This is an optimization exercise on Yosys and OpenROAD, whose aim is small area, a short achievable clock period and few clock cycles, not a production implementation.
RTL that was checked went through simulation tests only; none was proved equivalent to the original.
The RTL of run 1 was laid out without a check of its function.
No activity file was given, so power comes from the tool's default toggle rates.

$ cat design/flow/design.v
package akr_pkg;
    localparam int TIME_BITS    = 48;
    localparam int AXIS_BITS    = 3;
    localparam int LEVEL_BITS   = 16;
    localparam int ENTRY_BITS   = 4;
    localparam int KEY_BITS     = 3;
    localparam int CFG_BITS     = 16;
    localparam int CFG_IDX_BITS = 3;
    localparam logic [CFG_BITS-1:0] RST_STICK_PRESS   = 16'd16000;
    localparam logic [CFG_BITS-1:0] RST_STICK_RELEASE = 16'd9000;
    localparam logic [CFG_BITS-1:0] RST_TRIG_PRESS    = 16'd20000;
    localparam logic [CFG_BITS-1:0] RST_TRIG_RELEASE  = 16'd8000;
    localparam logic [CFG_BITS-1:0] RST_REPEAT_DELAY  = 16'd400;
    localparam logic [CFG_BITS-1:0] RST_REPEAT_PERIOD = 16'd140;
    function automatic logic ge48(input logic [47:0] a, input logic [47:0] b);
        logic [63:0] g;
        logic [63:0] l;
        g = {16'd0, a & ~b};
        l = {16'd0, ~a & b};
        for (int k = 0; k < 6; k++)
        begin
            for (int i = 0; i < 64; i += (2 << k))
            begin
                g[i] = g[i + (1 << k)] | (~l[i + (1 << k)] & g[i]);
                l[i] = l[i + (1 << k)] | (~g[i + (1 << k)] & l[i]);
            end
        end
        ge48 = !l[0];
    endfunction
    function automatic logic [47:0] add48(input logic [47:0] a, input logic [15:0] b);
        logic [15:0] p;
        logic [15:0] g;
        logic [15:0] pp;
        logic [15:0] gg;
        logic [31:0] on;
        logic [15:0] lo;
        logic [31:0] hi;
        p  = a[15:0] ^ b;
        g  = a[15:0] & b;
        pp = p;
        gg = g;
        for (int d = 1; d < 16; d = d * 2)
        begin
            for (int i = 15; i >= d; i--)
            begin
                gg[i] = gg[i] | (pp[i] & gg[i - d]);
                pp[i] = pp[i] & pp[i - d];
            end
        end
        lo = p ^ {gg[14:0], 1'b0};
        on = a[47:16];
        for (int d = 1; d < 32; d = d * 2)
        begin
            for (int i = 31; i >= d; i--)
                on[i] = on[i] & on[i - d];
        end
        hi = a[47:16] ^ ({on[30:0], 1'b1} & {32{gg[15]}});
        add48 = {hi, lo};
    endfunction
endpackage
module analog_axis_key_repeater_top (
    input  logic                                  clk,
    input  logic                                  rst_n,
    input  logic                                  push,
    output logic                                  full,
    input  logic                                  cmd,
    input  logic [akr_pkg::AXIS_BITS-1:0]         axis_number,
    input  logic signed [akr_pkg::LEVEL_BITS-1:0] axis_level,
    input  logic [akr_pkg::TIME_BITS-1:0]         time_ms,
    input  logic                                  cfg_we,
    input  logic [akr_pkg::CFG_IDX_BITS-1:0]      cfg_addr,
    input  logic [akr_pkg::CFG_BITS-1:0]          cfg_wdata,
    output logic                                  empty,
    input  logic                                  pop,
    output logic [akr_pkg::ENTRY_BITS-1:0]        entry_index,
    output logic [akr_pkg::KEY_BITS-1:0]          key_code,
    output logic                                  is_release,
    output logic                                  last_of_run
);
    logic [15:0] sp_reg, sr_reg, tp_reg, tr_reg, dly_reg, per_reg;
    always_ff @(posedge clk or negedge rst_n)
    begin
        if (!rst_n)
        begin
            sp_reg  <= akr_pkg::RST_STICK_PRESS;
            sr_reg  <= akr_pkg::RST_STICK_RELEASE;
            tp_reg  <= akr_pkg::RST_TRIG_PRESS;
            tr_reg  <= akr_pkg::RST_TRIG_RELEASE;
            dly_reg <= akr_pkg::RST_REPEAT_DELAY;
            per_reg <= akr_pkg::RST_REPEAT_PERIOD;
        end
        else if (cfg_we)
        begin
            case (cfg_addr)
                3'd0: sp_reg  <= cfg_wdata;
                3'd1: sr_reg  <= cfg_wdata;
                3'd2: tp_reg  <= cfg_wdata;
                3'd3: tr_reg  <= cfg_wdata;
                3'd4: dly_reg <= cfg_wdata;
                3'd5: per_reg <= cfg_wdata;
                default: ;
            endcase
        end
    end
    logic        ir_v;         
    logic [47:0] ir_t;
    logic        ph;           
    logic        full_r;
    logic        two_r;        
    logic        per_r;        
    logic [9:0]  pf;           
    logic [9:0]  rf;           
    logic [9:0]  held;
    logic [9:0]  pend;         
    logic [47:0] fire_reg [0:3];
    logic        ov;           
    logic [3:0]  o_idx;
    logic [2:0]  o_key;
    logic        o_rel;
    logic        o_last;
    logic               upd;
    logic signed [17:0] lx, ln;
    logic signed [17:0] sp_s, sr_s, tp_s, tr_s;
    logic               ge_sp, le_sr, nge_sp, nle_sr, ge_tp, le_tr;
    logic [9:0]         pf_u, rf_u;
    assign upd    = push && !full_r && !cmd;
    assign lx     = {{2{axis_level[15]}}, axis_level};
    assign ln     = -lx;
    assign sp_s   = {2'b00, sp_reg};
    assign sr_s   = {2'b00, sr_reg};
    assign tp_s   = {2'b00, tp_reg};
    assign tr_s   = {2'b00, tr_reg};
    assign ge_sp  = lx >= sp_s;
    assign le_sr  = lx <= sr_s;
    assign nge_sp = ln >= sp_s;
    assign nle_sr = ln <= sr_s;
    assign ge_tp  = lx >= tp_s;
    assign le_tr  = lx <= tr_s;
    always_comb
    begin
        pf_u = pf;
        rf_u = rf;
        if (cfg_we && cfg_addr == 3'd0)
            pf_u[7:0] = {8{cfg_wdata == 16'd0}};
        if (cfg_we && cfg_addr == 3'd2)
            pf_u[9:8] = {2{cfg_wdata == 16'd0}};
        if (upd)
        begin
            case (axis_number)
                3'd0: begin pf_u[1:0] = {ge_sp, nge_sp}; rf_u[1:0] = {le_sr, nle_sr}; end
                3'd1: begin pf_u[3:2] = {ge_sp, nge_sp}; rf_u[3:2] = {le_sr, nle_sr}; end
                3'd2: begin pf_u[5:4] = {ge_sp, nge_sp}; rf_u[5:4] = {le_sr, nle_sr}; end
                3'd3: begin pf_u[7:6] = {ge_sp, nge_sp}; rf_u[7:6] = {le_sr, nle_sr}; end
                3'd4: begin pf_u[8] = ge_tp; rf_u[8] = le_tr; end
                3'd5: begin pf_u[9] = ge_tp; rf_u[9] = le_tr; end
                default: ;
            endcase
        end
    end
    logic        pend_nz;
    logic        two;
    logic        full_c;
    logic        tick_go;
    logic [15:0] step;
    logic [47:0] sum_s;
    logic [9:0]  ev;
    logic [9:0]  fired;
    logic [9:0]  held_t;
    logic [7:0]  cand;
    logic [7:0]  wr;
    logic [3:0]  due;
    logic [3:0]  we;
    assign pend_nz = |pend;
    assign cand    = held[7:0] & ~rf[7:0];
    assign two     = two_r;
    assign full_c  = ir_v && !ph && (pend_nz || two);
    assign tick_go = ir_v && (ph || !pend_nz);
    assign step    = per_r ? per_reg : dly_reg;
    assign sum_s   = akr_pkg::add48(ir_t, step);
    genvar gi;
    generate
        for (gi = 0; gi < 4; gi++)
        begin : g_axis
            assign due[gi] = akr_pkg::ge48(ir_t, fire_reg[gi]);
            assign we[gi]  = tick_go && (wr[2*gi] || wr[2*gi+1]);
            always_ff @(posedge clk)
            begin
                if (we[gi])
                    fire_reg[gi] <= sum_s;
            end
        end
        for (gi = 0; gi < 8; gi++)
        begin : g_stick
            assign ev[gi]     = ph ? (cand[gi] && !pend[gi]) : !(two && cand[gi]);
            assign fired[gi]  = ev[gi] && (held[gi] ? (rf[gi] || due[gi/2]) : pf[gi]);
            assign held_t[gi] = ev[gi] ? (held[gi] ? !rf[gi] : pf[gi]) : held[gi];
            assign wr[gi]     = ev[gi] && (held[gi] ? (!rf[gi] && due[gi/2]) : pf[gi]);
        end
        for (gi = 8; gi < 10; gi++)
        begin : g_trig
            assign ev[gi]     = !ph;
            assign fired[gi]  = ev[gi] && (held[gi] ? rf[gi] : pf[gi]);
            assign held_t[gi] = ev[gi] ? (held[gi] ? !rf[gi] : pf[gi]) : held[gi];
        end
    endgenerate
    logic [9:0] low;
    logic [3:0] low_idx;
    logic       load;
    logic       ov_n;
    logic       ir_v_n;
    logic       ph_n;
    logic [9:0] held_n;
    logic [9:0] pend_n;
    assign low  = pend & (~pend + 10'd1);
    assign load = pend_nz && !ph && (!ov || pop);
    always_comb
    begin
        low_idx = 4'd0;
        for (int i = 9; i >= 0; i--)
            if (pend[i]) low_idx = 4'(i);
    end
    always_comb
    begin
        ir_v_n = full_r ? ir_v : (push && cmd);
        ph_n   = tick_go ? (!ph && two) : ph;
        held_n = tick_go ? held_t : held;
        if (tick_go)
            pend_n = (ph ? pend : 10'd0) | fired;
        else if (load)
            pend_n = pend & ~low;
        else
            pend_n = pend;
        ov_n   = load || (ov && !pop);
    end
    logic press_n;
    logic two_n;
    logic full_n;
    assign press_n = |(~held_n[7:0] & pf_u[7:0]);
    assign two_n   = press_n && (|(held_n[7:0] & ~rf_u[7:0]));
    assign full_n  = ir_v_n && !ph_n && ((|pend_n) || two_n);
    always_ff @(posedge clk or negedge rst_n)
    begin
        if (!rst_n)
        begin
            ir_v   <= 1'b0;
            ph     <= 1'b0;
            full_r <= 1'b0;
            two_r  <= 1'b0;
            per_r  <= 1'b1;
            pf     <= '0;
            rf     <= '1;
            held   <= '0;
            pend   <= '0;
            ov     <= 1'b0;
        end
        else
        begin
            ir_v   <= ir_v_n;
            ph     <= ph_n;
            full_r <= full_n;
            two_r  <= two_n;
            per_r  <= ph_n || !press_n;
            pf     <= pf_u;
            rf     <= rf_u;
            held   <= held_n;
            pend   <= pend_n;
            ov     <= ov_n;
        end
    end
    always_ff @(posedge clk)
    begin
        if (!full_r)
            ir_t <= time_ms;
        if (load)
        begin
            o_idx  <= low_idx;
            o_key  <= low_idx[3] ? {2'b10, low_idx[0]} : {1'b0, low_idx[1:0]};
            o_rel  <= |(low & ~held);
            o_last <= (pend & ~low) == 10'd0;
        end
    end
    assign full        = full_r;
    assign empty       = !ov;
    assign entry_index = o_idx;
    assign key_code    = o_key;
    assign is_release  = o_rel;
    assign last_of_run = o_last;
endmodule
$ cat design/flow/run.sh
#!/bin/bash
# synth_recipe.tcl (not shown) runs the flow's synth.tcl, then flattens the netlist and writes it again
# the make line also repeats each setting of config.mk as NAME=value (left out here)
make -C /OpenROAD-flow-scripts/flow DESIGN_CONFIG=/design/flow/config.mk WORK_HOME=/design/flow/orfs CLKGATE_MAP_FILE= SYNTH_SCRIPT=/design/flow/synth_recipe.tcl finish
$ cat design/flow/constraint.sdc
create_clock -name core_clock -period 8.0 [get_ports {clk}]
set_input_delay 1.6000 -clock core_clock [delete_from_list [all_inputs] [get_ports {clk}]]
set_output_delay 1.6000 -clock core_clock [all_outputs]
set_load 0.01 [all_outputs]
$ cat design/flow/config.mk
export PLATFORM = sky130hd
export DESIGN_NAME = analog_axis_key_repeater_top
export DESIGN_NICKNAME = analog_axis_key_repeater_top
export VERILOG_FILES = /design/flow/design.v
export SDC_FILE = /design/flow/constraint.sdc
export NUM_CORES = 4
export LEC_CHECK = 0
export ABC_CLOCK_PERIOD_IN_PS = 3000
export CAP_MARGIN = 20
export CORE_MARGIN = 2
export CORE_UTILIZATION = 40
export SETUP_SLACK_MARGIN = 5
export SLEW_MARGIN = 20
==> flow_summary.yaml, run 1 <==
sta:
  grt_setup_unrepaired: "true"
  period_share: 0.592
  worst_clock_skew_ns: 0.0245
  setup-violations-final: 0
  final.hold.worst_slack_ns: 0.476
  timing.max_slew.rel_slack: 0.376
  final.setup.tns_ns: 0
  final_period_minus_worst_setup_slack_ns: 4.74
  slew_viol_final: 0
  hold_violations: 0
  max_freq_ghz: 0.211
  timing_worst_slew_pin_value_ns: 0.934
worst_setup_path:
  worstReg2RegStart: "per_r$_DFF_PN1_"
  crit_fanout: 3
  worstPathCellList: "buf_12 -> or4_4 -> nor4_4 -> xnor2_1 -> ha_1 -> a21o_1 -> a21o_1 -> a221o_1 -> o21a_1 -> o31ai_2 -> a21oi_2 -> nor2b_1 -> o41a_1 -> or3_1 -> nor4_2 -> a31oi_1"
  critPathRequiredTime_ns: 8.46
  cpMostUsedCell: "sky130_fd_sc_hd__a21o_1"
  worstPathArrival_ns: 5.20
  worst_setup_path_start_kind: "input port"
  length_in_cells_of_the_worst_reg_to_reg_path: 14
  timing.reg2reg.setup_slack_ns: 3.95
  crit_path_max_incr_delay_ns: 0.57
  max_stage_delay_cell_worst_path: "sky130_fd_sc_hd__or4_4"
  timing.setup.critical_path_class: "input port to flop"
  cp-startpoint: "axis_level[2]"
  cp-endpoint: "full_r$_DFF_PN0_"
  critPathCaptureType: "flop"
  r2r-end: "fire_reg[0][17]$_DFFE_PP_"
cells_and_area:
  layout.cell_area.non_filler_um2: 30700
  regArea_um2: 11000
  largest_register_ff_count: 192
  area_delta_synth_final_pct: 37.0
  multi_input_area_um2: 12700
  fin_nets: 2642
  n_antenna_cell: 0
  layout.filler_cells: 4587
  drive_above_1_share: 0.323
synth:
  synth_seq_area_share: 0.491
  synth-main-ff-cell: "sky130_fd_sc_hd__edfxtp_1"
  synthesized_instance_count: 2088
  synth_cell_type_count: 99
  synth_fp_nets: 2297
  synthesized_area_per_cell_um2: 10.7
  netlist_area_um2: 22400
  synth-seq-cells: 389
  count_of_flip_flops_with_a_built_in_enable_after_synthesis: 247
  async_flop_share: 0.365
  ys_warn_count: 2
global_routing:
  first_global_vias: 17900
  grt_overflow_total: 0
  grt_first_pass_wirelength_um: 104000
  grt.total_usage: 0.234
  antenna_found_initial: 0
  pin_count_of_the_biggest_net_entering_global_routing: 84
clocking:
  post_cts_hold_buffer_count: 0
  cts_max_path_buffers: 3
  cts_sinks: 389
  cts_inserted_buffers: 45
  h-tree-depth: 2
  cts-root-buf: "sky130_fd_sc_hd__clkbuf_16"
  clock_insertion_delay_at_the_later_pin_of_the_skew_report_ns: 0.58
  clkTransAtPathRegs_ns: 0.06
  tritoncts: "yes"
floorplan:
  io-pin-count: 103
  floorplan.core_area_um2: 55300
  total_die_area_um2: 58000
  dieWidth_um: 241
  num_rows: 86
  fp.dieH_um: 241
  initial_utilization: 0.406
power:
  power.density_nw_per_um2: 334
  ir_drop_mv: 0.239
  power.static_leakage_nw: 12.0
worst_hold_path:
  hold_path_class: "flop to flop"
  hp-start: "rf[8]$_DFFE_PN1P_"
run_status:
  outcome: "no timing/DRC/antenna violations"
route:
  drt.antenna.violating_nets: 0
  routedWlPerCell_um: 21.4
  detailedRoute.firstIterationViolations: 1211
  post-route-drc-count: 0
  maxUsedRoutingLayer: "met4"
  drt-met1-wl_um: 30000
  wl_met2_um: 33200
  post_drt_via_cell_ratio: 5.57
  met3_length_um: 3620
  drt-pass1-iter-count: 5
  detail_route.wirelength_um: 68800
  route.vias.total: 17900
run:
  max-cap-violations: 0
placed_design:
  place_congestion: 0.920
  portBuffers: 102
  hpwl_um: 43800
  placement.cell_area_um2: 24900
-- how the worst min path moves through the flow --
stage	to	depth (start not counted)	slack (ns)
2_1_floorplan	sp_reg[0]$_DFFE_PN0P_	2	0.45
3_3_place_gp	rf[9]$_DFFE_PN1P_	2	0.46
3_5_place_dp	rf[8]$_DFFE_PN1P_	2	0.47
4_1_cts	rf[8]$_DFFE_PN1P_	2	0.48
5_1_grt	dly_reg[6]$_DFFE_PN0P_	1	0.52
6_report	rf[8]$_DFFE_PN1P_	2	0.48
-- per-layer routing --
metal	track usage	vias to the layer above
met5	0	-
met4	0.0696	0
met3	0.0262	126
met2	0.394	533
met1	0.318	8864
li1	-	8403
-- placed cells by master, fill, tap and decap left out, drive strengths merged, types with 15 or more instances in the layout --
| master | count |
|---|---|
| o21a | 25 |
| a21oi | 137 |
| a31oi | 23 |
| ha | 116 |
| nor2b | 76 |
| nor3 | 27 |
| nor4 | 25 |
| clkbuf | 66 |
| nand2 | 134 |
| clkdlybuf4s50 | 74 |
| buf | 259 |
| a211oi | 29 |
| nand2b | 86 |
| maj3 | 132 |
| nand3 | 26 |
| a21o | 22 |
| edfxtp | 247 |
| o21ai | 132 |
| o211ai | 15 |
| inv | 169 |
| dfrtp | 103 |
| mux2 | 81 |
| clkinv | 25 |
| xnor2 | 49 |
| dfstp | 39 |
| nand4 | 22 |
| nor2 | 116 |
-- Yosys cell counts, drive strengths merged (49+ instances only) --
cell type,n,area (um^2)
nand2b,86,538
ha,116,1450
maj3,132,1340
mux2,81,912
inv,168,631
edfxtp,247,7420
o21ai,132,664
dfrtp,103,2580
a21oi,137,686
nor2b,76,475
nor2,116,435
xnor2,49,429
nand2,134,503
-- area by class of cell --
type                       instances  area share
timing repair buffer             353       0.130
clock buffer                      60      0.0408
multi-input combinational       1468       0.412
tap                              748      0.0304
clock inverter                    24     0.00582
sequential                       389       0.359
inverter                         176      0.0223
-- stage by stage --
stage | setup slack, ns | util | std cells | power, mW
floorplan | 2.92 | - | 2088 | 5.62
global placement | 1.69 | 0.450 | 2893 | 6.58
detailed placement | 1.69 | 0.451 | 2894 | 6.66
CTS | 3.31 | 0.538 | 3174 | 9.78
global route | 3.06 | 0.556 | 3218 | 10.8
finish | 3.26 | 0.556 | 3218 | 10.3
-- cells by family after synthesis --
family,after synthesis,synth area share
XOR/XNOR,57,0.0222
AND/OR/NAND/NOR,568,0.132
multiplexers,88,0.0438
AO/OA/AOI/OAI,506,0.145
adder cells (fa/ha/maj),249,0.125
flip-flops,389,0.491
buffers and inverters,231,0.0408
-- power breakdown --
| group | internal, mW | switching, mW |
|---|---|---|
| clock network | 1.17 | 0.855 |
| logic | 2.25 | 2.62 |
| registers | 2.92 | 0.434 |
| total | 6.35 | 3.91 |
-- worst max-delay path, delay by kind of cell --
| family | cells | cell delay (ns) |
|---|---|---|
| fa+ha+maj | 1 | 0.27 |
| xor+xnor | 1 | 0.17 |
| compound gates | 8 | 1.72 |
| simple gates | 5 | 1.35 |
| buf+inv | 1 | 0.10 |
-- what timing repair did --
item,4_1_cts,5_1_grt
buffers inserted,170,42
cloned,26,2
setup endpoints to repair,412,388
pin swaps,100,58
gates resized for setup,395,142
==> run 2, diff against run 1 <==
--- a/design/flow/design.v
+++ b/design/flow/design.v
@@ -9,2 +9,3 @@
     localparam logic [CFG_BITS-1:0] RST_STICK_PRESS   = 16'd16000;
+    localparam logic [CFG_BITS:0]   RST_STICK_PRESS_M1 = 17'd15999;
     localparam logic [CFG_BITS-1:0] RST_STICK_RELEASE = 16'd9000;
@@ -29,2 +30,27 @@
     endfunction
+    function automatic logic [1:0] cmp32(input logic [31:0] a, input logic [31:0] b);
+        logic [31:0] g;
+        logic [31:0] l;
+        g = a & ~b;
+        l = ~a & b;
+        for (int k = 0; k < 5; k++)
+        begin
+            for (int i = 0; i < 32; i += (2 << k))
+            begin
+                g[i] = g[i + (1 << k)] | (~l[i + (1 << k)] & g[i]);
+                l[i] = l[i + (1 << k)] | (~g[i + (1 << k)] & l[i]);
+            end
+        end
+        cmp32 = {g[0], l[0]};
+    endfunction
+    function automatic logic [16:0] dec16(input logic [15:0] x);
+        logic [15:0] z;
+        z = ~x;
+        for (int d = 1; d < 16; d = d * 2)
+        begin
+            for (int i = 15; i >= d; i--)
+                z[i] = z[i] & z[i - d];
+        end
+        dec16 = {z[15], x ^ {z[14:0], 1'b1}};
+    endfunction
     function automatic logic [47:0] add48(input logic [47:0] a, input logic [15:0] b);
@@ -79,3 +105,4 @@
 );
-    logic [15:0] sp_reg, sr_reg, tp_reg, tr_reg, dly_reg, per_reg;
+    logic [16:0] spm_reg;
+    logic [15:0] sr_reg, tp_reg, tr_reg, dly_reg, per_reg;
     always_ff @(posedge clk or negedge rst_n)
@@ -84,3 +111,3 @@
         begin
-            sp_reg  <= akr_pkg::RST_STICK_PRESS;
+            spm_reg <= akr_pkg::RST_STICK_PRESS_M1;
             sr_reg  <= akr_pkg::RST_STICK_RELEASE;
@@ -94,3 +121,3 @@
             case (cfg_addr)
-                3'd0: sp_reg  <= cfg_wdata;
+                3'd0: spm_reg <= akr_pkg::dec16(cfg_wdata);
                 3'd1: sr_reg  <= cfg_wdata;
@@ -109,3 +136,4 @@
     logic        two_r;        
-    logic        per_r;        
+    logic        dly_r;        
+    logic [15:0] step_r;       
     logic [9:0]  pf;           
@@ -120,20 +148,26 @@
     logic        o_last;
-    logic               upd;
-    logic signed [17:0] lx, ln;
-    logic signed [17:0] sp_s, sr_s, tp_s, tr_s;
-    logic               ge_sp, le_sr, nge_sp, nle_sr, ge_tp, le_tr;
-    logic [9:0]         pf_u, rf_u;
-    assign upd    = push && !full_r && !cmd;
-    assign lx     = {{2{axis_level[15]}}, axis_level};
-    assign ln     = -lx;
-    assign sp_s   = {2'b00, sp_reg};
-    assign sr_s   = {2'b00, sr_reg};
-    assign tp_s   = {2'b00, tp_reg};
-    assign tr_s   = {2'b00, tr_reg};
-    assign ge_sp  = lx >= sp_s;
-    assign le_sr  = lx <= sr_s;
-    assign nge_sp = ln >= sp_s;
-    assign nle_sr = ln <= sr_s;
-    assign ge_tp  = lx >= tp_s;
-    assign le_tr  = lx <= tr_s;
+    logic        up_v;         
+    logic [5:0]  up_c;         
+    logic [2:0]  up_ax;
+    logic [31:0] lv_u, k_u, spm_u, sr_u, tp_u, tr_u;
+    logic [1:0]  c_l_spm, c_k_spm, c_l_sr, c_k_sr, c_l_tp, c_l_tr;
+    logic [5:0]  cmp_in;
+    logic        ge_sp, le_sr, nge_sp, nle_sr, ge_tp, le_tr;
+    logic [9:0]  pf_u, rf_u;
+    logic        wr_sp;        
+    logic        wr_tp;        
+    assign lv_u    = {14'd0, !axis_level[15], {2{axis_level[15]}}, axis_level[14:0]};
+    assign k_u     = {14'd0, axis_level[15], {2{!axis_level[15]}}, ~axis_level[14:0]};
+    assign spm_u   = {14'd0, !spm_reg[16], spm_reg[16], spm_reg[15:0]};
+    assign sr_u    = {14'd0, 2'b10, sr_reg};
+    assign tp_u    = {14'd0, 2'b10, tp_reg};
+    assign tr_u    = {14'd0, 2'b10, tr_reg};
+    assign c_l_spm = akr_pkg::cmp32(lv_u, spm_u);
+    assign c_k_spm = akr_pkg::cmp32(k_u, spm_u);
+    assign c_l_sr  = akr_pkg::cmp32(lv_u, sr_u);
+    assign c_k_sr  = akr_pkg::cmp32(k_u, sr_u);
+    assign c_l_tp  = akr_pkg::cmp32(lv_u, tp_u);
+    assign c_l_tr  = akr_pkg::cmp32(lv_u, tr_u);
+    assign cmp_in  = {c_l_spm[1], !c_k_spm[0], !c_l_sr[1], c_k_sr[0], !c_l_tp[0], !c_l_tr[1]};
+    assign {ge_sp, nge_sp, le_sr, nle_sr, ge_tp, le_tr} = up_c;
     always_comb
@@ -142,9 +176,9 @@
         rf_u = rf;
-        if (cfg_we && cfg_addr == 3'd0)
-            pf_u[7:0] = {8{cfg_wdata == 16'd0}};
-        if (cfg_we && cfg_addr == 3'd2)
-            pf_u[9:8] = {2{cfg_wdata == 16'd0}};
-        if (upd)
+        if (wr_sp)
+            pf_u[7:0] = {8{spm_reg[16]}};
+        if (wr_tp)
+            pf_u[9:8] = {2{tp_reg == 16'd0}};
+        if (up_v)
         begin
-            case (axis_number)
+            case (up_ax)
                 3'd0: begin pf_u[1:0] = {ge_sp, nge_sp}; rf_u[1:0] = {le_sr, nle_sr}; end
@@ -177,3 +211,3 @@
     assign tick_go = ir_v && (ph || !pend_nz);
-    assign step    = per_r ? per_reg : dly_reg;
+    assign step    = step_r;
     assign sum_s   = akr_pkg::add48(ir_t, step);
@@ -223,3 +257,3 @@
     begin
-        ir_v_n = full_r ? ir_v : (push && cmd);
+        ir_v_n = full_r ? (ir_v && !(tick_go && (ph || !two))) : (push && cmd);
         ph_n   = tick_go ? (!ph && two) : ph;
@@ -239,3 +273,3 @@
     assign two_n   = press_n && (|(held_n[7:0] & ~rf_u[7:0]));
-    assign full_n  = ir_v_n && !ph_n && ((|pend_n) || two_n);
+    assign full_n  = ir_v_n && !ph_n && (tick_go || (|pend_n) || two_n);
     always_ff @(posedge clk or negedge rst_n)
@@ -248,3 +282,6 @@
             two_r  <= 1'b0;
-            per_r  <= 1'b1;
+            dly_r  <= 1'b0;
+            up_v   <= 1'b0;
+            wr_sp  <= 1'b0;
+            wr_tp  <= 1'b0;
             pf     <= '0;
@@ -261,3 +298,6 @@
             two_r  <= two_n;
-            per_r  <= ph_n || !press_n;
+            dly_r  <= !ph_n && press_n;
+            up_v   <= push && !full_r && !cmd;
+            wr_sp  <= cfg_we && cfg_addr == 3'd0;
+            wr_tp  <= cfg_we && cfg_addr == 3'd2;
             pf     <= pf_u;
@@ -271,2 +311,5 @@
     begin
+        up_c   <= cmp_in;
+        up_ax  <= axis_number;
+        step_r <= (!ph_n && press_n) ? dly_reg : per_reg;
         if (!full_r)
--- a/design/flow/config.mk
+++ b/design/flow/config.mk
@@ -7,3 +7,2 @@
 export LEC_CHECK = 0
-export ABC_CLOCK_PERIOD_IN_PS = 3000
 export CAP_MARGIN = 20
==> run 2 against run 1 <==
  * Via count decreased by 8.8%
  * Routed wire length decreased by 8.0%
  * First-iteration DRC count decreased by 7.8%
  * Cell area decreased by 3.9%
  * Clock power increased by 7%
  * Synthesized cell count decreased by 11%
  * Critical path type unchanged
  * Largest power group unchanged
==> flow_summary.yaml, run 2 <==
run_status:
  outcome: "no timing/DRC/antenna violations"
route:
  post-route-drc-count: 0
  detailedRoute.firstIterationViolations: 1116
  detail_route.wirelength_um: 63300
  drt.antenna.violating_nets: 0
  routedWlPerCell_um: 21.6
  route.vias.total: 16400
  post_drt_via_cell_ratio: 5.57
  drt-pass1-iter-count: 5
sta:
  grt_setup_unrepaired: "true"
  worst_clock_skew_ns: 0.0196
  finalWorstSetupSlack_ns: 3.83
  period_share: 0.521
  final_period_minus_worst_setup_slack_ns: 4.17
  timing_worst_slew_pin_value_ns: 0.952
  slew_viol_final: 0
  setup-violations-final: 0
  final.hold.worst_slack_ns: 0.491
  hold_violations: 0
  final.setup.tns_ns: 0
  max_freq_ghz: 0.240
  timing.max_slew.rel_slack: 0.365
worst_setup_path:
  worst_setup_path_start_kind: "input port"
  crit_fanout: 4
  critPathCaptureType: "flop"
  worstPathArrival_ns: 4.63
  cp-startpoint: "axis_level[1]"
  worstReg2RegStart: "fire_reg[2][32]$_DFFE_PP_"
  cpMostUsedCell: "sky130_fd_sc_hd__maj3_2"
  critPathRequiredTime_ns: 8.46
  worstPathCellList: "buf_6 -> inv_6 -> maj3_2 -> maj3_2 -> maj3_2 -> maj3_2 -> maj3_2 -> maj3_2 -> maj3_2 -> maj3_2 -> maj3_2 -> o21ai_2 -> a31oi_1"
  timing.setup.critical_path_class: "input port to flop"
  crit_path_max_incr_delay_ns: 0.31
  max_stage_delay_cell_worst_path: "sky130_fd_sc_hd__maj3_2"
synth:
  synth_top_area_share: 0.347
  async_flop_share: 0.348
  synth.area.top_cells: "sky130_fd_sc_hd__edfxtp_1 (35%), sky130_fd_sc_hd__dfrtp_1 (12%), sky130_fd_sc_hd__maj3_1 (9.3%)"
  ys_warn_count: 2
  post_synth_most_frequent_cells: "sky130_fd_sc_hd__edfxtp_1 (247), sky130_fd_sc_hd__maj3_1 (199), sky130_fd_sc_hd__nand2_1 (119), sky130_fd_sc_hd__o21ai_0 (113), sky130_fd_sc_hd__a21oi_1 (104)"
  post-synth-top-area-cell: "sky130_fd_sc_hd__edfxtp_1"
  netlist_area_um2: 21300
  synth_fp_nets: 1977
  synthMostInstantiatedCell: "sky130_fd_sc_hd__edfxtp_1"
  synth-seq-cells: 417
  synthesized_area_per_cell_um2: 11.4
  synth_seq_area_share: 0.543
  synth-main-ff-cell: "sky130_fd_sc_hd__edfxtp_1"
  synthesized_instance_count: 1866
  count_of_flip_flops_with_a_built_in_enable_after_synthesis: 247
  synth_cell_type_count: 82
clocking:
  cts_max_path_buffers: 3
  h-tree-depth: 2
  post_cts_hold_buffer_count: 0
  cts-root-buf: "sky130_fd_sc_hd__clkbuf_16"
  cts_inserted_buffers: 47
  clock_insertion_delay_at_the_later_pin_of_the_skew_report_ns: 0.59
  tritoncts: "yes"
  clkTransAtPathRegs_ns: 0.06
  cts_sinks: 417
placed_design:
  place_congestion: 0.872
  detailedPlace.worstSlack_ns: 2.49
  placement.cell_area_um2: 23500
  hpwl_um: 37000
  portBuffers: 102
  dpl.cell_count: 2608
cells_and_area:
  layout.cell_area.non_filler_um2: 29500
  area_delta_synth_final_pct: 38.4
  most_frequent_cells_in_the_layout: "sky130_fd_sc_hd__edfxtp_1 (247), sky130_fd_sc_hd__maj3_1 (128), sky130_fd_sc_hd__buf_4 (123), sky130_fd_sc_hd__nand2_1 (103), sky130_fd_sc_hd__dfrtp_1 (98)"
  largest_register_ff_count: 192
  utilization: 0.561
  instances_no_fill: 2936
  layout.filler_cells: 4289
  drive_above_1_share: 0.354
  layout.cells.most_common: "sky130_fd_sc_hd__edfxtp_1"
  fin_nets: 2320
floorplan:
  floorplan.core_area_um2: 52700
  num_rows: 84
  dieWidth_um: 235
  total_die_area_um2: 55200
  io-pin-count: 103
  initial_utilization: 0.405
  fp.dieH_um: 235
power:
  power.density_nw_per_um2: 311
  ir_drop_mv: 0.176
  total_power_after_layout_mw: 9.17
  power.static_leakage_nw: 11.0
global_routing:
  grt.total_usage: 0.222
  grt_overflow_total: 0
  antenna_found_initial: 3
  grt_first_pass_wirelength_um: 95600
  pin_count_of_the_biggest_net_entering_global_routing: 89
  first_global_vias: 16500
worst_hold_path:
  hp-start: "up_c[1]$_DFF_P_"
  hold_path_class: "flop to flop"
run:
  max-cap-violations: 0
[run 2: repair_timing]
action | in CTS | in global routing
gates resized for setup | 337 | 136
pin swaps | 111 | 101
cloned | 29 | 1
buffers inserted | 155 | 55
setup endpoints to repair | 392 | 376
[run 2: kinds of logic after synthesis]
group / after synthesis / synth area share
compound gates: 403 / 0.119
flops: 417 / 0.543
mux: 98 / 0.0513
simple gates: 482 / 0.118
buf+inv: 175 / 0.0317
fa+ha+maj: 236 / 0.114
xor+xnor: 55 / 0.0226
[run 2: layout make-up]
cell class	instances	area, um^2	share of cell area
inverter	117	458	0.0155
clock buffer	68	1350	0.0455
multi-input combinational	1281	11200	0.379
antenna	1	2.50	0.0000847
timing repair buffer	345	3890	0.132
clock inverter	19	186	0.00631
sequential	417	11600	0.393
tap	688	861	0.0291
[run 2: path summary, 6_finish.rpt]
check,endpoint,slack [ns],depth (start not counted)
worst min register to register,pf[8]$_DFF_PN0_,0.49,2
worst min-delay path,pf[8]$_DFF_PN0_,0.49,2
worst max-delay path,up_c[0]$_DFF_P_,3.83,13
min in group asynchronous,up_v$_DFF_PN0_,1.07,1
worst max register to register,fire_reg[2][40]$_DFFE_PP_,4.20,15
max in group asynchronous,tp_reg[3]$_DFFE_PN0P_,5.62,2
[run 2: per-layer routing]
metal | global-route usage | share of wire | up-vias
met5 | 0 | 0.00035 | -
met4 | 0.0832 | 0.037 | 4
met3 | 0.0483 | 0.060 | 150
met2 | 0.375 | 0.49 | 490
met1 | 0.278 | 0.41 | 8109
li1 | - | - | 7601
[run 2: worst max-delay path, delay by kind of cell]
family                     cells  cell delay, ns
buffers and inverters          2            0.11
AOI/OAI and AO/OA              2            0.16
adders and majority gates      9            2.75
[run 2: power by group]
part	internal [mW]	total (mW)	leakage (nW)	switching, mW
Clock	1.27	2.17	0.749	0.905
Sequential	2.96	3.39	4.23	0.423
Combinational	1.77	3.61	6.03	1.85
Testbench counts of run 2, summed over its fixed seeds: cycles 11,651.
==> run 3, diff against run 2 <==
--- a/design/flow/config.mk
+++ b/design/flow/config.mk
@@ -10,3 +10,2 @@
 export CORE_UTILIZATION = 40
-export SETUP_SLACK_MARGIN = 5
 export SLEW_MARGIN = 20
==> run 3 against run 2 <==
  * Still clean
  * Setup slack worse by 0.71 ns
  * Clock power is essentially flat
  * Via count decreased by 9.9%
  * Non-clock buffer count fell by 228
  * Flip-flop and latch count did not move
  * Fmax shrank 15%
  * Sequential share of layout area is 7.6 points higher
  * First-iteration DRC count is 20% lower
  * Critical endpoint is now up_c[3]$_DFF_P_
==> flow_summary.yaml, run 3 <==
run_status:
  outcome: "no timing/DRC/antenna violations"
route:
  post-route-drc-count: 0
  drt.antenna.violating_nets: 0
  detail_route.wirelength_um: 50500
  detailedRoute.firstIterationViolations: 891
  post_drt_via_cell_ratio: 5.45
  routedWlPerCell_um: 18.7
  route.vias.total: 14700
  drt-pass1-iter-count: 5
worst_setup_path:
  cpMostUsedCell: "sky130_fd_sc_hd__maj3_1"
  worst_setup_path_start_kind: "input port"
  critPathRequiredTime_ns: 8.45
  timing.setup.critical_path_class: "input port to flop"
  critPathBufInv: 1
  worstReg2RegStart: "ir_t[0]$_DFFE_PN_"
  worstSetupPathDepth: 13
  crit_fanout: 8
  worstPathCellList: "clkdlybuf4s50_1 -> nand2b_1 -> maj3_2 -> maj3_1 -> maj3_1 -> maj3_2 -> maj3_1 -> maj3_1 -> a221o_1 -> a31oi_1 -> maj3_1 -> o221ai_1 -> o41a_1"
  r2r-end: "fire_reg[1][32]$_DFFE_PP_"
  critPathCaptureType: "flop"
  length_in_cells_of_the_worst_reg_to_reg_path: 16
  worstPathArrival_ns: 5.33
  critical-path-top-delay-family: "adder cells"
  max_stage_delay_cell_worst_path: "sky130_fd_sc_hd__clkdlybuf4s50_1"
  timing.reg2reg.setup_slack_ns: 3.25
  crit_path_max_incr_delay_ns: 0.61
worst_hold_path:
  hold_path_class: "flop to flop"
  holdPathEnd: "per_reg[0]$_DFFE_PN0P_"
  hold_path_depth: 2
  hp-start: "per_reg[0]$_DFFE_PN0P_"
synth:
  ys_warn_count: 2
  synth.area.top_cells: "sky130_fd_sc_hd__edfxtp_1 (35%), sky130_fd_sc_hd__dfrtp_1 (12%), sky130_fd_sc_hd__maj3_1 (9.3%)"
  synthMostInstantiatedCell: "sky130_fd_sc_hd__edfxtp_1"
  async_flop_share: 0.348
  synthesized_area_per_cell_um2: 11.4
  post-synth-top-area-cell: "sky130_fd_sc_hd__edfxtp_1"
  netlist_area_um2: 21300
  synth-seq-cells: 417
  synth_top_area_share: 0.347
  post_synth_most_frequent_cells: "sky130_fd_sc_hd__edfxtp_1 (247), sky130_fd_sc_hd__maj3_1 (199), sky130_fd_sc_hd__nand2_1 (119), sky130_fd_sc_hd__o21ai_0 (113), sky130_fd_sc_hd__a21oi_1 (104)"
  synth_cell_type_count: 82
  synth_fp_nets: 1977
  count_of_flip_flops_with_a_built_in_enable_after_synthesis: 247
  synthesized_instance_count: 1866
  synth-main-ff-cell: "sky130_fd_sc_hd__edfxtp_1"
  synth_seq_area_share: 0.543
cells_and_area:
  drive_above_1_share: 0.126
  most_frequent_cells_in_the_layout: "sky130_fd_sc_hd__edfxtp_1 (247), sky130_fd_sc_hd__maj3_1 (199), sky130_fd_sc_hd__nand2_1 (119), sky130_fd_sc_hd__o21ai_0 (112), sky130_fd_sc_hd__a21oi_1 (104)"
  layout.cells.most_common: "sky130_fd_sc_hd__edfxtp_1"
  fin_nets: 2087
  layout.cell_area.non_filler_um2: 24700
  utilization: 0.470
  largest_register_ff_count: 192
  layout.filler_cells: 4809
  area_delta_synth_final_pct: 15.8
  n_antenna_cell: 0
global_routing:
  antenna_found_initial: 0
  met3_usage: 0.0297
  pin_count_of_the_biggest_net_entering_global_routing: 94
  gr-usage-met2: 0.302
  first_global_vias: 14900
  grt_overflow_total: 0
  met1_global_route_usage: 0.246
  grt.total_usage: 0.183
  grt_first_pass_wirelength_um: 81400
  busiest_layer: "met2"
sta:
  final.setup.tns_ns: 0
  max_freq_ghz: 0.205
  timing_worst_slew_pin_value_ns: 0.999
  worst_clock_skew_ns: 0.0160
  hold_violations: 0
  setup-violations-final: 0
  period_share: 0.610
  slew_viol_final: 0
  final_period_minus_worst_setup_slack_ns: 4.88
  finalWorstSetupSlack_ns: 3.12
  grt_setup_unrepaired: "false"
  timing.max_slew.rel_slack: 0.330
power:
  power.density_nw_per_um2: 314
  ir_drop_mv: 0.179
  power.static_leakage_nw: 8.81
  total_power_after_layout_mw: 7.77
clocking:
  post_cts_hold_buffer_count: 0
  cts_sinks: 417
  post_cts.repair.setup_buffers: 0
  h-tree-depth: 2
  clkTransAtPathRegs_ns: 0.05
  tritoncts: "yes"
  cts-root-buf: "sky130_fd_sc_hd__clkbuf_16"
  clock_insertion_delay_at_the_later_pin_of_the_skew_report_ns: 0.58
  cts_max_path_buffers: 3
  post_cts_resized: 0
  cts_inserted_buffers: 49
run:
  max-cap-violations: 0
placed_design:
  detailedPlace.worstSlack_ns: 2.55
  portBuffers: 102
  hpwl_um: 35700
  placement.cell_area_um2: 23100
  place_congestion: 0.850
floorplan:
  total_die_area_um2: 55200
  initial_utilization: 0.405
  num_rows: 84
  dieWidth_um: 235
  floorplan.core_area_um2: 52700
  fp.dieH_um: 235
  io-pin-count: 103
==> run 3: cell count changes in the layout (fill, tap and decap cells not counted), sizes merged, moves of 2 or more <==
cell,change
buf,-228
clkdlybuf4s50,+18
dlygate4sd2,-15
clkbuf,+9
a211o,-7
clkinvlp,-4
bufinv,-2
==> run 3: where the power goes <==
group	leakage (nW)	switching, mW	internal (mW)	total (mW)
registers	4.23	0.409	2.96	3.37
clock network	0.761	0.882	1.28	2.16
logic	3.81	1.28	0.957	2.24
==> run 3: layout make-up <==
class	instances	area [um^2]	share of cell area
clock buffers	79	1460	0.0592
clock inverters	12	87.6	0.00354
inverters	117	439	0.0178
multi-input cells	1274	9130	0.369
flip-flops and latches	417	11600	0.469
well taps	688	861	0.0348
repair buffers	117	1140	0.0462
==> run 3: worst max-delay path by stage <==
stage | endpoint | start
4_1_cts | fire_reg[0][32]$_DFFE_PP_ | ir_t[0]$_DFFE_PN_
3_5_place_dp | up_c[3]$_DFF_P_ | axis_level[0]
6_report | up_c[3]$_DFF_P_ | axis_level[0]
5_1_grt | fire_reg[0][32]$_DFFE_PP_ | ir_t[0]$_DFFE_PN_
3_3_place_gp | up_c[3]$_DFF_P_ | axis_level[0]
2_1_floorplan | fire_reg[2][0]$_DFFE_PP_ | ir_t[32]$_DFFE_PN_
==> run 3: logic make-up after synthesis <==
logic type | Yosys count | share of synthesized area
AND/OR/NAND/NOR | 482 | 0.118
XOR/XNOR | 55 | 0.0226
buffers and inverters | 175 | 0.0317
AO/OA/AOI/OAI | 403 | 0.119
adder cells (fa/ha/maj) | 236 | 0.114
flip-flops | 417 | 0.543
multiplexers | 98 | 0.0513
==> run 3: routing by layer <==
metal	part of all wire	vias to the layer above
li1	-	7097
met1	0.45	7225
met2	0.47	317
met3	0.047	96
met4	0.028	0
met5	0	-
==> run 3: tightest hold or removal path, cell delays in order (launching register included) <==
cell and delay [ns]:
sky130_fd_sc_hd__dfrtp_1 0.34, sky130_fd_sc_hd__nand2_1 0.04, sky130_fd_sc_hd__o21ai_0 0.06
==> run 3: stage by stage <==
step	hold WS, ns	std cells
after floorplan	0.429	1866
after global placement	0.462	2611
after detailed placement	0.471	2611
after CTS	0.484	2702
after global routing	0.501	2704
final	0.480	2704
==> run 4, diff against run 3 <==
--- a/design/flow/design.v
+++ b/design/flow/design.v
@@ -9,3 +9,2 @@
     localparam logic [CFG_BITS-1:0] RST_STICK_PRESS   = 16'd16000;
-    localparam logic [CFG_BITS:0]   RST_STICK_PRESS_M1 = 17'd15999;
     localparam logic [CFG_BITS-1:0] RST_STICK_RELEASE = 16'd9000;
@@ -86,2 +85,42 @@
 endpackage
+module akr_upd_cmp (
+    input  logic [15:0] level,
+    input  logic [15:0] sp,
+    input  logic [15:0] sr,
+    input  logic [15:0] tp,
+    input  logic [15:0] tr,
+    output logic [5:0]  flags     
+);
+    logic [31:0] lv_u, k_u, spm_u, sr_u, tp_u, tr_u;
+    logic [1:0]  c_l_spm, c_k_spm, c_l_sr, c_k_sr, c_l_tp, c_l_tr;
+    logic [16:0] spm;             
+    assign spm     = akr_pkg::dec16(sp);
+    assign lv_u    = {14'd0, !level[15], {2{level[15]}}, level[14:0]};
+    assign k_u     = {14'd0, level[15], {2{!level[15]}}, ~level[14:0]};
+    assign spm_u   = {14'd0, !spm[16], spm[16], spm[15:0]};
+    assign sr_u    = {14'd0, 2'b10, sr};
+    assign tp_u    = {14'd0, 2'b10, tp};
+    assign tr_u    = {14'd0, 2'b10, tr};
+    assign c_l_spm = akr_pkg::cmp32(lv_u, spm_u);
+    assign c_k_spm = akr_pkg::cmp32(k_u, spm_u);
+    assign c_l_sr  = akr_pkg::cmp32(lv_u, sr_u);
+    assign c_k_sr  = akr_pkg::cmp32(k_u, sr_u);
+    assign c_l_tp  = akr_pkg::cmp32(lv_u, tp_u);
+    assign c_l_tr  = akr_pkg::cmp32(lv_u, tr_u);
+    assign flags   = {c_l_spm[1], !c_k_spm[0], !c_l_sr[1], c_k_sr[0], !c_l_tp[0], !c_l_tr[1]};
+endmodule
+module akr_add48 (
+    input  logic [47:0] a,
+    input  logic [15:0] b,
+    output logic [47:0] s
+);
+    assign s = akr_pkg::add48(a, b);
+endmodule
+module akr_ge48 (
+    input  logic [47:0] a,
+    input  logic [47:0] b,
+    output logic        ge
+);
+    assign ge = akr_pkg::ge48(a, b);
+endmodule
 module analog_axis_key_repeater_top (
@@ -105,3 +144,3 @@
 );
-    logic [16:0] spm_reg;
+    logic [15:0] sp_reg;
     logic [15:0] sr_reg, tp_reg, tr_reg, dly_reg, per_reg;
@@ -111,3 +150,3 @@
         begin
-            spm_reg <= akr_pkg::RST_STICK_PRESS_M1;
+            sp_reg  <= akr_pkg::RST_STICK_PRESS;
             sr_reg  <= akr_pkg::RST_STICK_RELEASE;
@@ -121,3 +160,3 @@
             case (cfg_addr)
-                3'd0: spm_reg <= akr_pkg::dec16(cfg_wdata);
+                3'd0: sp_reg  <= cfg_wdata;
                 3'd1: sr_reg  <= cfg_wdata;
@@ -136,3 +175,2 @@
     logic        two_r;        
-    logic        dly_r;        
     logic [15:0] step_r;       
@@ -151,4 +189,2 @@
     logic [2:0]  up_ax;
-    logic [31:0] lv_u, k_u, spm_u, sr_u, tp_u, tr_u;
-    logic [1:0]  c_l_spm, c_k_spm, c_l_sr, c_k_sr, c_l_tp, c_l_tr;
     logic [5:0]  cmp_in;
@@ -158,15 +194,10 @@
     logic        wr_tp;        
-    assign lv_u    = {14'd0, !axis_level[15], {2{axis_level[15]}}, axis_level[14:0]};
-    assign k_u     = {14'd0, axis_level[15], {2{!axis_level[15]}}, ~axis_level[14:0]};
-    assign spm_u   = {14'd0, !spm_reg[16], spm_reg[16], spm_reg[15:0]};
-    assign sr_u    = {14'd0, 2'b10, sr_reg};
-    assign tp_u    = {14'd0, 2'b10, tp_reg};
-    assign tr_u    = {14'd0, 2'b10, tr_reg};
-    assign c_l_spm = akr_pkg::cmp32(lv_u, spm_u);
-    assign c_k_spm = akr_pkg::cmp32(k_u, spm_u);
-    assign c_l_sr  = akr_pkg::cmp32(lv_u, sr_u);
-    assign c_k_sr  = akr_pkg::cmp32(k_u, sr_u);
-    assign c_l_tp  = akr_pkg::cmp32(lv_u, tp_u);
-    assign c_l_tr  = akr_pkg::cmp32(lv_u, tr_u);
-    assign cmp_in  = {c_l_spm[1], !c_k_spm[0], !c_l_sr[1], c_k_sr[0], !c_l_tp[0], !c_l_tr[1]};
+    akr_upd_cmp u_upd_cmp (
+        .level (axis_level),
+        .sp    (sp_reg),
+        .sr    (sr_reg),
+        .tp    (tp_reg),
+        .tr    (tr_reg),
+        .flags (cmp_in)
+    );
     assign {ge_sp, nge_sp, le_sr, nle_sr, ge_tp, le_tr} = up_c;
@@ -177,3 +208,3 @@
         if (wr_sp)
-            pf_u[7:0] = {8{spm_reg[16]}};
+            pf_u[7:0] = {8{sp_reg == 16'd0}};
         if (wr_tp)
@@ -197,4 +228,4 @@
     logic        tick_go;
-    logic [15:0] step;
     logic [47:0] sum_s;
+    logic [15:0] step_n;
     logic [9:0]  ev;
@@ -211,4 +242,7 @@
     assign tick_go = ir_v && (ph || !pend_nz);
-    assign step    = step_r;
-    assign sum_s   = akr_pkg::add48(ir_t, step);
+    akr_add48 u_add (
+        .a (ir_t),
+        .b (step_r),
+        .s (sum_s)
+    );
     genvar gi;
@@ -217,3 +251,7 @@
         begin : g_axis
-            assign due[gi] = akr_pkg::ge48(ir_t, fire_reg[gi]);
+            akr_ge48 u_due (
+                .a  (ir_t),
+                .b  (fire_reg[gi]),
+                .ge (due[gi])
+            );
             assign we[gi]  = tick_go && (wr[2*gi] || wr[2*gi+1]);
@@ -273,3 +311,6 @@
     assign two_n   = press_n && (|(held_n[7:0] & ~rf_u[7:0]));
-    assign full_n  = ir_v_n && !ph_n && (tick_go || (|pend_n) || two_n);
+    logic [9:0] pend_l;
+    assign pend_l  = load ? (pend & ~low) : pend;
+    assign full_n  = ir_v_n && !ph_n && (tick_go || (|pend_l) || two_n);
+    assign step_n  = (!ph_n && press_n) ? dly_reg : per_reg;
     always_ff @(posedge clk or negedge rst_n)
@@ -282,3 +323,2 @@
             two_r  <= 1'b0;
-            dly_r  <= 1'b0;
             up_v   <= 1'b0;
@@ -298,3 +338,2 @@
             two_r  <= two_n;
-            dly_r  <= !ph_n && press_n;
             up_v   <= push && !full_r && !cmd;
@@ -313,3 +352,3 @@
         up_ax  <= axis_number;
-        step_r <= (!ph_n && press_n) ? dly_reg : per_reg;
+        step_r <= step_n;
         if (!full_r)
--- a/design/flow/config.mk
+++ b/design/flow/config.mk
@@ -10,2 +10,5 @@
 export CORE_UTILIZATION = 40
+export SETUP_SLACK_MARGIN = 5
 export SLEW_MARGIN = 20
+export SYNTH_HIERARCHICAL = 1
+export TNS_END_PERCENT = 0
==> run 4 against run 3 <==
  * Combinational power grew 44%
  * Clock power grew 17%
  * Total power up 18%
  * Final cell count up 11%
  * Sequential share of layout area down 5.4 points
  * Count of clock-buffer cells in the layout down 22
  * Die area increased by 6.7%
  * Fmax up 41%
  * Synthesized cell count is 6.8% higher
  * Utilization up 2.5 points
  * Global-route usage increased by 0.32 points
  * Setup slack better by 1.4 ns
  * Critical endpoint is now up_c[1]$_DFF_P_
  * Largest cell class unchanged
==> flow_summary.yaml, run 4 <==
run_status:
  outcome: "no timing/DRC/antenna violations"
global_routing:
  grt.total_usage: 0.186
  grt_overflow_total: 0
  first_global_vias: 16400
  antenna_found_initial: 2
  pin_count_of_the_biggest_net_entering_global_routing: 80
  grt_first_pass_wirelength_um: 87800
cells_and_area:
  largest_register_ff_count: 192
  fin_nets: 2306
  most_frequent_cells_in_the_layout: "sky130_fd_sc_hd__edfxtp_1 (247), sky130_fd_sc_hd__inv_1 (177), sky130_fd_sc_hd__maj3_1 (124), sky130_fd_sc_hd__mux2_2 (108), sky130_fd_sc_hd__dfrtp_1 (106)"
  n_antenna_cell: 0
  area_delta_synth_final_pct: 22.2
  layout.cells.most_common: "sky130_fd_sc_hd__edfxtp_1"
  layout.filler_cells: 5002
  drive_above_1_share: 0.240
  layout.cell_area.non_filler_um2: 27900
worst_setup_path:
  worstPathArrival_ns: 3.98
  worst_setup_path_start_kind: "input port"
  timing.setup.critical_path_class: "input port to flop"
  worstReg2RegStart: "ir_t[4]$_DFFE_PN_"
  critPathRequiredTime_ns: 8.51
  cp-endpoint: "up_c[1]$_DFF_P_"
  r2r-end: "fire_reg[1][33]$_DFFE_PP_"
  timing.reg2reg.setup_slack_ns: 4.59
  length_in_cells_of_the_worst_reg_to_reg_path: 16
  critPathCaptureType: "flop"
  cp-startpoint: "axis_level[1]"
  crit_fanout: 4
route:
  post_drt_via_cell_ratio: 5.39
  detail_route.wirelength_um: 56700
  post-route-drc-count: 0
  route.vias.total: 16100
  drt.antenna.violating_nets: 0
  routedWlPerCell_um: 19.0
  drt-pass1-iter-count: 5
  detailedRoute.firstIterationViolations: 859
placed_design:
  placement.cell_area_um2: 24700
  place_congestion: 0.873
  hpwl_um: 38400
  portBuffers: 102
  detailedPlace.worstSlack_ns: 3.39
clocking:
  cts_inserted_buffers: 49
  cts-root-buf: "sky130_fd_sc_hd__clkbuf_16"
  cts_max_path_buffers: 3
  cts_sinks: 416
  h-tree-depth: 2
  clkTransAtPathRegs_ns: 0.06
  clock_insertion_delay_at_the_later_pin_of_the_skew_report_ns: 0.59
  tritoncts: "yes"
synth:
  synth_cell_type_count: 105
  synth-xor-area-share: 0.0238
  ys_warn_count: 12
  synthesized_instance_count: 1993
  synth_compound_gate_area_share: 0.117
  synthesized_area_per_cell_um2: 11.4
  synth_mux_area_frac: 0.0656
  synth_adder_area_share: 0.117
  synthMostInstantiatedCell: "sky130_fd_sc_hd__edfxtp_1"
  async_flop_share: 0.346
  synth_simple_gate_area_share: 0.129
  post_synth_most_frequent_cells: "sky130_fd_sc_hd__edfxtp_1 (247), sky130_fd_sc_hd__inv_1 (179), sky130_fd_sc_hd__maj3_1 (132), sky130_fd_sc_hd__a21oi_1 (108), sky130_fd_sc_hd__mux2_2 (108)"
  synth.area.top_cells: "sky130_fd_sc_hd__edfxtp_1 (33%), sky130_fd_sc_hd__dfrtp_1 (12%), sky130_fd_sc_hd__maj3_1 (5.8%)"
  count_of_flip_flops_with_a_built_in_enable_after_synthesis: 247
  synth_top_family_by_area: "simple AND/OR/NAND/NOR gates"
  synth_seq_area_share: 0.507
  synth_fp_nets: 2104
  synth-main-ff-cell: "sky130_fd_sc_hd__edfxtp_1"
  netlist_area_um2: 22800
  synth-seq-cells: 416
  post-synth-top-area-cell: "sky130_fd_sc_hd__edfxtp_1"
  synth_top_area_share: 0.325
sta:
  finalWorstSetupSlack_ns: 4.53
  grt_setup_unrepaired: "true"
  timing.max_slew.rel_slack: 0.385
  setup-violations-final: 0
  timing_worst_slew_pin_value_ns: 0.917
  worst_clock_skew_ns: 0.0158
  period_share: 0.434
  max_freq_ghz: 0.288
  hold_violations: 0
  slew_viol_final: 0
  final_period_minus_worst_setup_slack_ns: 3.47
  final.setup.tns_ns: 0
floorplan:
  io-pin-count: 103
  fp.dieH_um: 243
  total_die_area_um2: 58900
  dieWidth_um: 243
  initial_utilization: 0.404
  num_rows: 87
  floorplan.core_area_um2: 56400
run:
  max-cap-violations: 0
power:
  power.density_nw_per_um2: 330
  ir_drop_mv: 0.213
  power.static_leakage_nw: 10.5
  total_power_after_layout_mw: 9.18
worst_hold_path:
  hold_path_depth: 1
  hold_path_class: "flop to flop"
## run 4: cell types whose count changed after synthesis, moves of 17 or more
cell	previous run	this run
sky130_fd_sc_hd__inv_1	103	179
sky130_fd_sc_hd__maj3_2	18	97
sky130_fd_sc_hd__clkbuf_1	47	29
sky130_fd_sc_hd__maj3_1	199	132
sky130_fd_sc_hd__nand2_1	119	101
sky130_fd_sc_hd__mux2_2	91	108
sky130_fd_sc_hd__nor2_1	92	75
sky130_fd_sc_hd__o21ai_0	113	72
## run 4: worst max-delay path, cell delays in order
cell and delay [ns]:
sky130_fd_sc_hd__buf_2 0.12, sky130_fd_sc_hd__inv_2 0.06, sky130_fd_sc_hd__maj3_2 0.29, sky130_fd_sc_hd__maj3_2 0.29
sky130_fd_sc_hd__maj3_2 0.30, sky130_fd_sc_hd__maj3_2 0.30, sky130_fd_sc_hd__maj3_2 0.30, sky130_fd_sc_hd__maj3_2 0.30
sky130_fd_sc_hd__maj3_2 0.30, sky130_fd_sc_hd__a21oi_2 0.11
## run 4: worst min path at each step
| stage | startpoint | endpoint | slack (ns) |
|---|---|---|---|
| final | per_reg[8]$_DFFE_PN0P_ | step_r[8]$_DFF_P_ | 0.49 |
| after global routing | per_reg[8]$_DFFE_PN0P_ | step_r[8]$_DFF_P_ | 0.51 |
| after CTS | per_reg[11]$_DFFE_PN0P_ | step_r[11]$_DFF_P_ | 0.50 |
| after detailed placement | tr_reg[15]$_DFFE_PN0P_ | up_c[0]$_DFF_P_ | 0.48 |
| after global placement | per_reg[9]$_DFFE_PN0P_ | step_r[9]$_DFF_P_ | 0.48 |
| after floorplan | tr_reg[15]$_DFFE_PN0P_ | up_c[0]$_DFF_P_ | 0.43 |
## run 4: what timing repair did
item / in CTS / in global routing
hold buffers: 0 / 0
endpoints found under the hold margin: 0 / 0
endpoints found under the setup margin: 407 / 419
pin swaps: 12 / 28
gates resized for setup: 64 / 41
cloned: 6 / 9
buffers inserted: 49 / 19
## run 4: where the power goes
part	switching, mW	leakage [nW]	internal [mW]
clock network	0.911	0.889	1.60
logic	1.78	5.39	1.45
registers	0.444	4.22	3.00
total	3.14	10.5	6.05
## run 4: Yosys stat by module, one instance, submodules excluded
module / times used / flip-flops and latches / cell area (um^2)
akr_add48: 1 / 0 / 1390
akr_ge48: 4 / 0 / 1110
akr_upd_cmp: 1 / 0 / 1820
analog_axis_key_repeater_top: 1 / 416 / 15100
## run 4: stage by stage
stage | hold WS, ns | utilization | instances
4_1_cts | 0.499 | 0.485 | 2963
6_report | 0.491 | 0.494 | 2991
3_5_place_dp | 0.481 | 0.438 | 2817
2_1_floorplan | 0.433 | - | 1993
3_3_place_gp | 0.479 | 0.438 | 2816
5_1_grt | 0.511 | 0.494 | 2991
## run 4: area by class of cell
cell class,count,area [um^2],area share
Clock inverter,34,504,0.0181
Multi-Input combinational cell,1352,10700,0.383
Sequential cell,416,11600,0.415
Timing Repair Buffer,197,2180,0.0781
Clock buffer,57,1330,0.0477
Tap cell,756,946,0.0339
Inverter,179,672,0.0241
## run 4: cells by family after synthesis
logic type | Yosys count
AOI/OAI and AO/OA | 399
buffers and inverters | 225
muxes | 131
xor gates and xnor gates | 61
DFF | 416
and+or+nand+nor | 513
adders and majority gates | 248
## run 4: routing by layer
layer | track usage | up-vias | wire (um)
met2 | 0.331 | 341 | 28400
met4 | 0.0576 | 4 | 1440
li1 | - | 7718 | -
met3 | 0.0264 | 86 | 2260
met1 | 0.234 | 7966 | 24600
met5 | 0 | - | 22
Testbench counts of run 4, summed over its fixed seeds: cycles 11,651.
==> run 5, diff against run 4 <==
--- a/design/flow/design.v
+++ b/design/flow/design.v
@@ -93,19 +93,26 @@
 );
-    logic [31:0] lv_u, k_u, spm_u, sr_u, tp_u, tr_u;
-    logic [1:0]  c_l_spm, c_k_spm, c_l_sr, c_k_sr, c_l_tp, c_l_tr;
-    logic [16:0] spm;             
+    logic        neg;
+    logic [14:0] mag;
+    logic [14:0] k;
+    logic [16:0] spm;
+    logic        sp0;
+    logic [1:0]  c_l_sp, c_k_spm, c_l_sr, c_k_sr, c_l_tp, c_l_tr;
+    assign neg     = level[15];
+    assign mag     = level[14:0];
+    assign k       = ~level[14:0];
     assign spm     = akr_pkg::dec16(sp);
-    assign lv_u    = {14'd0, !level[15], {2{level[15]}}, level[14:0]};
-    assign k_u     = {14'd0, level[15], {2{!level[15]}}, ~level[14:0]};
-    assign spm_u   = {14'd0, !spm[16], spm[16], spm[15:0]};
-    assign sr_u    = {14'd0, 2'b10, sr};
-    assign tp_u    = {14'd0, 2'b10, tp};
-    assign tr_u    = {14'd0, 2'b10, tr};
-    assign c_l_spm = akr_pkg::cmp32(lv_u, spm_u);
-    assign c_k_spm = akr_pkg::cmp32(k_u, spm_u);
-    assign c_l_sr  = akr_pkg::cmp32(lv_u, sr_u);
-    assign c_k_sr  = akr_pkg::cmp32(k_u, sr_u);
-    assign c_l_tp  = akr_pkg::cmp32(lv_u, tp_u);
-    assign c_l_tr  = akr_pkg::cmp32(lv_u, tr_u);
-    assign flags   = {c_l_spm[1], !c_k_spm[0], !c_l_sr[1], c_k_sr[0], !c_l_tp[0], !c_l_tr[1]};
+    assign sp0     = spm[16];
+    assign c_l_sp  = akr_pkg::cmp32({17'd0, mag}, {17'd0, sp[14:0]});
+    assign c_k_spm = akr_pkg::cmp32({17'd0, k}, {17'd0, spm[14:0]});
+    assign c_l_sr  = akr_pkg::cmp32({17'd0, mag}, {17'd0, sr[14:0]});
+    assign c_k_sr  = akr_pkg::cmp32({17'd0, k}, {17'd0, sr[14:0]});
+    assign c_l_tp  = akr_pkg::cmp32({17'd0, mag}, {17'd0, tp[14:0]});
+    assign c_l_tr  = akr_pkg::cmp32({17'd0, mag}, {17'd0, tr[14:0]});
+    assign flags[5] = !neg && !sp[15] && !c_l_sp[0];
+    assign flags[4] = neg ? (sp0 || (!spm[15] && !c_k_spm[0]))
+                          : (sp0 && (mag == 15'd0));
+    assign flags[3] = neg || sr[15] || !c_l_sr[1];
+    assign flags[2] = !neg || sr[15] || c_k_sr[0];
+    assign flags[1] = !neg && !tp[15] && !c_l_tp[0];
+    assign flags[0] = neg || tr[15] || !c_l_tr[1];
 endmodule
--- a/design/flow/config.mk
+++ b/design/flow/config.mk
@@ -9,3 +9,3 @@
 export CORE_MARGIN = 2
-export CORE_UTILIZATION = 40
+export CORE_UTILIZATION = 60
 export SETUP_SLACK_MARGIN = 5
==> run 5 against run 4 <==
  * Still clean on timing, DRC and antenna
  * Global-route usage up 10 points
  * Non-clock buffer count decreased by 6
  * Flip-flop and latch count stayed put
  * Fmax grew 0.77%
  * Largest cell class unchanged
==> flow_summary.yaml, run 5 <==
route:
  post-route-drc-count: 0
  post_drt_via_cell_ratio: 6.02
  route.vias.total: 16600
  detail_route.wirelength_um: 56100
  drt.antenna.violating_nets: 0
  detailedRoute.firstIterationViolations: 1126
  routedWlPerCell_um: 20.4
  drt-pass1-iter-count: 6
synth:
  synth-main-ff-cell: "sky130_fd_sc_hd__edfxtp_1"
  synth.area.top_cells: "sky130_fd_sc_hd__edfxtp_1 (32%), sky130_fd_sc_hd__dfrtp_1 (12%), sky130_fd_sc_hd__maj3_1 (5.9%)"
  post-synth-top-area-cell: "sky130_fd_sc_hd__edfxtp_1"
  count_of_flip_flops_with_a_built_in_enable_after_synthesis: 247
  synth_cell_type_count: 107
  synth-seq-cells: 416
  synthesized_area_per_cell_um2: 11.4
  synth_top_area_share: 0.323
  post_synth_most_frequent_cells: "sky130_fd_sc_hd__edfxtp_1 (247), sky130_fd_sc_hd__inv_1 (174), sky130_fd_sc_hd__maj3_1 (135), sky130_fd_sc_hd__a21oi_1 (109), sky130_fd_sc_hd__mux2_2 (109)"
  synth_fp_nets: 2131
  synthMostInstantiatedCell: "sky130_fd_sc_hd__edfxtp_1"
  synthesized_instance_count: 2020
  netlist_area_um2: 23000
  async_flop_share: 0.346
  synth_seq_area_share: 0.504
  ys_warn_count: 12
worst_setup_path:
  worstPathCellList: "buf_4 -> nand2b_1 -> maj3_2 -> maj3_2 -> o21ai_0 -> o21ai_1 -> a221o_1 -> nor2_4 -> nand2_2 -> nor3b_2 -> o21ai_2 -> o22ai_4 -> buf_12 -> buf_12 -> buf_16"
  timing.reg2reg.setup_slack_ns: 4.56
  critPathCaptureType: "flop"
  r2r-end: "fire_reg[1][44]$_DFFE_PP_"
  timing.setup.critical_path_class: "flop to flop"
  crit_fanout: 12
  worstPathArrival_ns: 3.73
  worstReg2RegStart: "ir_t[36]$_DFFE_PN_"
  critPathRequiredTime_ns: 8.29
  cp-endpoint: "fire_reg[1][44]$_DFFE_PP_"
  critPathBufInv: 4
  critical-path-top-delay-family: "compound AO/OA/AOI/OAI gates"
  crit_path_max_incr_delay_ns: 0.39
  length_in_cells_of_the_worst_reg_to_reg_path: 15
  max_stage_delay_cell_worst_path: "sky130_fd_sc_hd__edfxtp_1"
  cp-startpoint: "ir_t[36]$_DFFE_PN_"
  worstSetupPathDepth: 15
  worst_setup_path_start_kind: "flop"
run:
  max-cap-violations: 0
floorplan:
  io-pin-count: 103
  num_rows: 71
  dieWidth_um: 200
  initial_utilization: 0.610
  fp.dieH_um: 200
  total_die_area_um2: 39900
  floorplan.core_area_um2: 37700
clocking:
  h-tree-depth: 2
  cts-root-buf: "sky130_fd_sc_hd__clkbuf_16"
  clock_insertion_delay_at_the_later_pin_of_the_skew_report_ns: 0.58
  clkTransAtPathRegs_ns: 0.06
  cts_sinks: 416
  cts_max_path_buffers: 3
  tritoncts: "yes"
  cts_inserted_buffers: 45
global_routing:
  grt_overflow_total: 0
  grt_first_pass_wirelength_um: 87400
  first_global_vias: 16400
  grt.total_usage: 0.286
  antenna_found_initial: 1
  pin_count_of_the_biggest_net_entering_global_routing: 79
placed_design:
  dpl.cell_count: 2596
  place_congestion: 0.899
  hpwl_um: 37600
  placement.cell_area_um2: 24500
  portBuffers: 102
  detailedPlace.worstSlack_ns: 3.73
sta:
  hold_violations: 0
  timing_worst_slew_pin_value_ns: 0.957
  setup-violations-final: 0
  final.setup.tns_ns: 0
  period_share: 0.430
  worst_clock_skew_ns: 0.0203
  final_period_minus_worst_setup_slack_ns: 3.44
  max_freq_ghz: 0.291
  timing.max_slew.rel_slack: 0.362
  grt_setup_unrepaired: "true"
  final.hold.worst_slack_ns: 0.483
  finalWorstSetupSlack_ns: 4.56
  slew_viol_final: 0
cells_and_area:
  layout.filler_cells: 2712
  drive_above_1_share: 0.230
  instances_no_fill: 2751
  fin_nets: 2318
  regArea_um2: 11600
  layout.cell_area.non_filler_um2: 27100
  n_antenna_cell: 0
  area_delta_synth_final_pct: 18.1
  layout.cells.most_common: "sky130_fd_sc_hd__edfxtp_1"
  largest_register_ff_count: 192
  utilization: 0.720
  multi_input_area_um2: 10900
  most_frequent_cells_in_the_layout: "sky130_fd_sc_hd__edfxtp_1 (247), sky130_fd_sc_hd__inv_1 (172), sky130_fd_sc_hd__maj3_1 (133), sky130_fd_sc_hd__mux2_2 (109), sky130_fd_sc_hd__dfrtp_1 (106)"
power:
  ir_drop_mv: 0.247
  power.density_nw_per_um2: 320
  total_power_after_layout_mw: 8.68
  power.static_leakage_nw: 10.3
worst_hold_path:
  hold_path_class: "flop to flop"
run_status:
  outcome: "no timing/DRC/antenna violations"
[run 5: report_power, final]
part | switching, mW | internal, mW
Clock | 0.852 | 1.17
Combinational | 1.79 | 1.41
Sequential | 0.467 | 2.99
[run 5: Yosys stat by module, one instance, submodules excluded]
module,copies in the design,cells
akr_add48,1,186
akr_upd_cmp,1,305
analog_axis_key_repeater_top,1,901
akr_ge48,4,157
[run 5: area by class of cell]
| type | instances | share of cell area |
|---|---|---|
| Sequential cell | 416 | 0.426 |
| Multi-Input combinational cell | 1376 | 0.400 |
| Timing Repair Buffer | 191 | 0.0732 |
| Clock buffer | 58 | 0.0449 |
| Inverter | 177 | 0.0246 |
| Tap cell | 511 | 0.0236 |
| Clock inverter | 22 | 0.00719 |
[run 5: kinds of logic (layout without fill, tap and decap cells)]
family	Yosys count	in the layout	share of synthesized area
DFF	416	416	0.504
xor gates and xnor gates	56	56	0.0217
muxes	133	133	0.0661
AOI/OAI and AO/OA	405	405	0.118
and+or+nand+nor	532	532	0.133
adders and majority gates	250	250	0.117
buffers and inverters	228	448	0.0404
[run 5: repair_timing]
action	CTS	global route
resized for setup	87	21
endpoints found under the setup margin	412	415
pin swaps	25	11
buffers inserted	60	6
gates cloned	9	0
hold buffers	0	0
[run 5: worst min path at each step]
stage | start | depth (start not counted) | endpoint | slack, ns
2_1_floorplan | up_c[1]$_DFF_P_ | 1 | pf[8]$_DFF_PN0_ | 0.43
3_3_place_gp | tr_reg[15]$_DFFE_PN0P_ | 2 | up_c[0]$_DFF_P_ | 0.47
3_5_place_dp | per_reg[12]$_DFFE_PN0P_ | 1 | step_r[12]$_DFF_P_ | 0.48
4_1_cts | per_reg[11]$_DFFE_PN0P_ | 1 | step_r[11]$_DFF_P_ | 0.48
5_1_grt | per_reg[13]$_DFFE_PN0P_ | 1 | step_r[13]$_DFF_P_ | 0.50
6_report | per_reg[11]$_DFFE_PN0P_ | 1 | step_r[11]$_DFF_P_ | 0.48
[run 5: layer usage]
layer / vias up / global-route usage / part of all wire
met2: 512 / 0.493 / 0.49
met1: 8126 / 0.369 / 0.42
met3: 135 / 0.0378 / 0.052
met4: 2 / 0.108 / 0.035
li1: 7786 / - / -
met5: - / 0 / 0.00023
Testbench counts of run 5, summed over its fixed seeds: cycles 11,651.
